Source: an optimization exercise on an open RTL-to-GDS flow (aim: small area and a short achievable clock period). Production flows keep margins and buffers that such runs may drop. Where RTL was checked, it was by simulation tests only, not by an equivalence proof against the original. Power is estimated from default activity; no workload was simulated.

Design rv32i_core, start of the top module:
module rv32i_core
(
	input  wire logic         clk,
	input  wire logic         rst_n,
	input  wire logic         instr_valid,
	input  wire logic [31:0]  instr,
	input  wire logic [31:0]  mem_rdata,
	output logic              mem_read,
	output logic              mem_write,
	output logic [31:0]       mem_addr,
	output logic [31:0]       mem_wdata,
	output logic              retire_valid,
	output logic [31:0]       retire_pc,
	output logic [31:0]       retire_next_pc,
	output logic [4:0]        retire_rd,
	output logic              retire_we,
	output logic [31:0]       retire_wdata
);
Size in the first run: roughly 4400 cells after synthesis, roughly 240 I/O pins, roughly 0.056 mm² of cells after synthesis.
Settings: LEC_CHECK=0, CAP_MARGIN=20, CORE_MARGIN=2, CORE_UTILIZATION=60, CTS_CLUSTER_DIAMETER=60, CTS_CLUSTER_SIZE=20, PLACE_DENSITY=0.7, SETUP_SLACK_MARGIN=5, SLEW_MARGIN=20, SYNTH_HIERARCHICAL=1, SYNTH_MINIMUM_KEEP_SIZE=0, TNS_END_PERCENT=10; clock period 10.0 ns.
standard.sh (not shown) runs the stock make flow with config.mk's settings and CLKGATE_MAP_FILE= SYNTH_SCRIPT=/design/flow/synth_recipe.tcl, a recipe that flattens the netlist after the stock synthesis.
==> flow/flow/run.sh <==
#!/bin/bash
# Standard layout, with plain buffers on the ports instead of the delay
# cells that buffer_ports picks by default.
set -e
cp standard.sh standard_sh.log
export BUFFER_PORTS_ARGS="-buffer_cell sky130_fd_sc_hd__buf_2"
bash standard.sh > standard.log 2>&1
Edit:
--- a/flow/design.v
+++ b/flow/design.v
@@ -259,38 +259,40 @@
 	assign k_eq0 = d_br & ~f3[2] & f3[0];
 	logic m_lt_n, m_eq_n, njal, njj, nx_d, np4_d;
 	assign njal = ~d_jal;
 	assign njj  = ~(d_jal | d_jalr);
 	ks_mux2i mlt (.a0(k_lt0), .a1(k_lt1), .s(ltu), .y(m_lt_n));
 	ks_mux2i meq (.a0(k_eq0), .a1(k_eq1), .s(eq), .y(m_eq_n));
 	ks_nand3 unx (.a(m_lt_n), .b(m_eq_n), .c(njal), .y(nx_d));
 	ks_and3  unp (.a(m_lt_n), .b(m_eq_n), .c(njj), .y(np4_d));
 	assign slt_d = ltu ^ (~f3[0] & sgn);
-	logic [31:0] x_imm, x_d, p4_d;
+	logic [31:0] x_d, p4_d;
 	assign p4_d = pc_d + 32'd4;
-	assign x_imm = d_jal ? j_imm : d_br ? b_imm : u_imm;
-	assign x_d   = d_store ? op2 : d_lui ? u_imm : pc_d + x_imm;
+	assign x_d   = d_store ? op2 : u_imm;
 	logic [31:0] sh_in, sh2, a_d, b_d;
 	logic [1:0]  sh_lo;
 	logic        fill_d;
 	always_comb
 		for (int i = 0; i < 32; i++)
 			sh_in[i] = d_sll ? op1[31 - i] : op1[i];
 	assign fill_d = d_sra & op1[31];
 	assign sh_lo  = d_reg ? op2[1:0] : instr[21:20];
 	assign sh2    = 32'({{3{fill_d}}, sh_in} >> sh_lo);
-	assign a_d = d_shift ? sh2 : op1;
-	assign b_d = {32{d_sub}} ^ (d_rs2 ? op2 : d_store ? s_imm : i_imm);
+	logic d_pcrel;
+	assign d_pcrel = d_br | d_jal | d_auipc;
+	assign a_d = ({32{~d_shift & ~d_pcrel}} & op1) | ({32{d_shift}} & sh2) | ({32{d_pcrel}} & pc_d);
+	assign b_d = {32{d_sub}} ^ (d_reg ? op2 : d_store ? s_imm : d_br ? b_imm : d_jal ? j_imm :
+			d_auipc ? u_imm : i_imm);
 	logic        e_ld, e_st;
 	logic [31:0] ra, rb, rx, pc4;
 	logic        e_sub, e_fill, e_slt;
 	logic [2:0]  e_sh;
-	logic        n_x, n_sum, n_p4;
+	logic        n_s, n_p4;
 	logic        s_sum, s_and, s_or, s_xor, s_sll, s_sr, s_slt, s_x, s_link;
 	always_ff @(posedge clk) begin
 		if (!rst_n) begin
 			v    <= 1'b0;
 			e_we <= 1'b0;
 			e_ld <= 1'b0;
 			e_st <= 1'b0;
 			pc   <= 32'h0;
 		end else begin
@@ -306,29 +308,28 @@
 		ra     <= a_d;
 		rb     <= b_d;
 		rx     <= x_d;
 		pc4    <= p4_d;
 		e_rd   <= d_wr ? rd : 5'd0;
 		e_sub  <= d_sub;
 		e_fill <= fill_d;
 		e_sh   <= d_reg ? op2[4:2] : instr[24:22];
 		e_slt  <= slt_d;
-		n_x    <= nx_d;
-		n_sum  <= d_jalr;
+		n_s    <= nx_d | d_jalr;
 		n_p4   <= np4_d;
-		s_sum  <= d_alu & f3 == 3'b000;
+		s_sum  <= (d_alu & f3 == 3'b000) | d_auipc;
 		s_sll  <= d_sll;
 		s_slt  <= d_alu & f3[2:1] == 2'b01;
 		s_xor  <= d_alu & f3 == 3'b100;
 		s_sr   <= d_alu & f3 == 3'b101;
 		s_or   <= d_alu & f3 == 3'b110;
 		s_and  <= d_alu & f3 == 3'b111;
-		s_x    <= d_lui | d_auipc;
+		s_x    <= d_lui;
 		s_link <= d_jal | d_jalr;
 	end
 	logic [31:0] sum, r_and, r_or, r_xor;
 	ks_add32 add_i (
 		.a       (ra),
 		.b       (rb),
 		.cin     (e_sub),
 		.s       (sum),
 		.a_and_b (r_and),
@@ -343,28 +344,28 @@
 	logic [31:0] wd_rest_n, npc_rest_n;
 	assign wd_rest_n = ~(({32{s_and}}  & r_and)
 			   | ({32{s_or}}   & r_or)
 			   | ({32{s_xor}}  & r_xor)
 			   | ({32{s_sr}}   & shr)
 			   | ({32{s_sll}}  & shr_rev)
 			   | ({32{s_x}}    & rx)
 			   | ({32{s_link}} & pc4)
 			   | {31'h0, s_slt & e_slt});
-	assign npc_rest_n = ~(({32{n_x}} & rx) | ({32{n_p4}} & pc4));
+	assign npc_rest_n = ~({32{n_p4}} & pc4);
 	for (genvar i = 0; i < 32; i++) begin : out_
 		logic ws_n, wl_n, ns_n;
 		ks_nand2 ws (.a(s_sum), .b(sum[i]), .y(ws_n));
 		ks_nand2 wl (.a(e_ld), .b(mem_rdata[i]), .y(wl_n));
 		ks_nand3 uw (.a(ws_n), .b(wl_n), .c(wd_rest_n[i]), .y(wdata[i]));
 		if (i == 0) begin : b0
 			assign npc[i] = ~npc_rest_n[i];
 		end else begin : bn
-			ks_nand2 ns (.a(n_sum), .b(sum[i]), .y(ns_n));
+			ks_nand2 ns (.a(n_s), .b(sum[i]), .y(ns_n));
 			ks_nand2 un (.a(ns_n), .b(npc_rest_n[i]), .y(npc[i]));
 		end
 	end
 	assign mem_read       = e_ld;
 	assign mem_write      = e_st;
 	assign mem_addr       = sum;
 	assign mem_wdata      = rx;
 	assign retire_valid   = v;
 	assign retire_pc      = pc;
The new run went through all stages and came out clean.
Sequential share of layout area stays flat.
Combinational power went up by about 16%.
Total power climbs by 1.6%.
Via count rises by 3.5%.
Utilization rose by 1.4 points.
Clock-buffer cell count shrinks by 6.
Final cell count drops by 0.36%.
Function not checked in the second run of this note: the RTL went through the layout flow alone.

re-timing with driven ports:
The results above use ideal ports. As a check the final layouts listed here were re-extracted and re-timed, cells and wires unchanged. Step 1 sets driving cells, clkbuf_16 on the clock port and buf_2 on the other inputs (assumed; they add their load-dependent delay and slew). Step 2 also shifts input and output timing later by t, the mid clock arrival at the registers, as if the neighbouring blocks saw the same clock. Slacks: no drivers / after step 1 / after step 2; pairs: no drivers / after step 1.
run	shift t [ns]	setup WS [ns]	hold WS [ns]	slew at the worst register clock pin (ns)	worst data-port slew with drivers (ns)
the first run	0.783	4.875 / 4.719 / 3.936	0.577 / 0.577 / 0.577	0.09 / 0.09	0.25
the second run	0.778	4.095 / 3.981 / 3.204	0.582 / 0.582 / 0.582	0.09 / 0.09	0.30
After both steps every run listed still meets setup and hold. For the first run, which loses most, drivers alone change the setup slack by -0.156 ns; drivers and shift together by -0.939 ns.
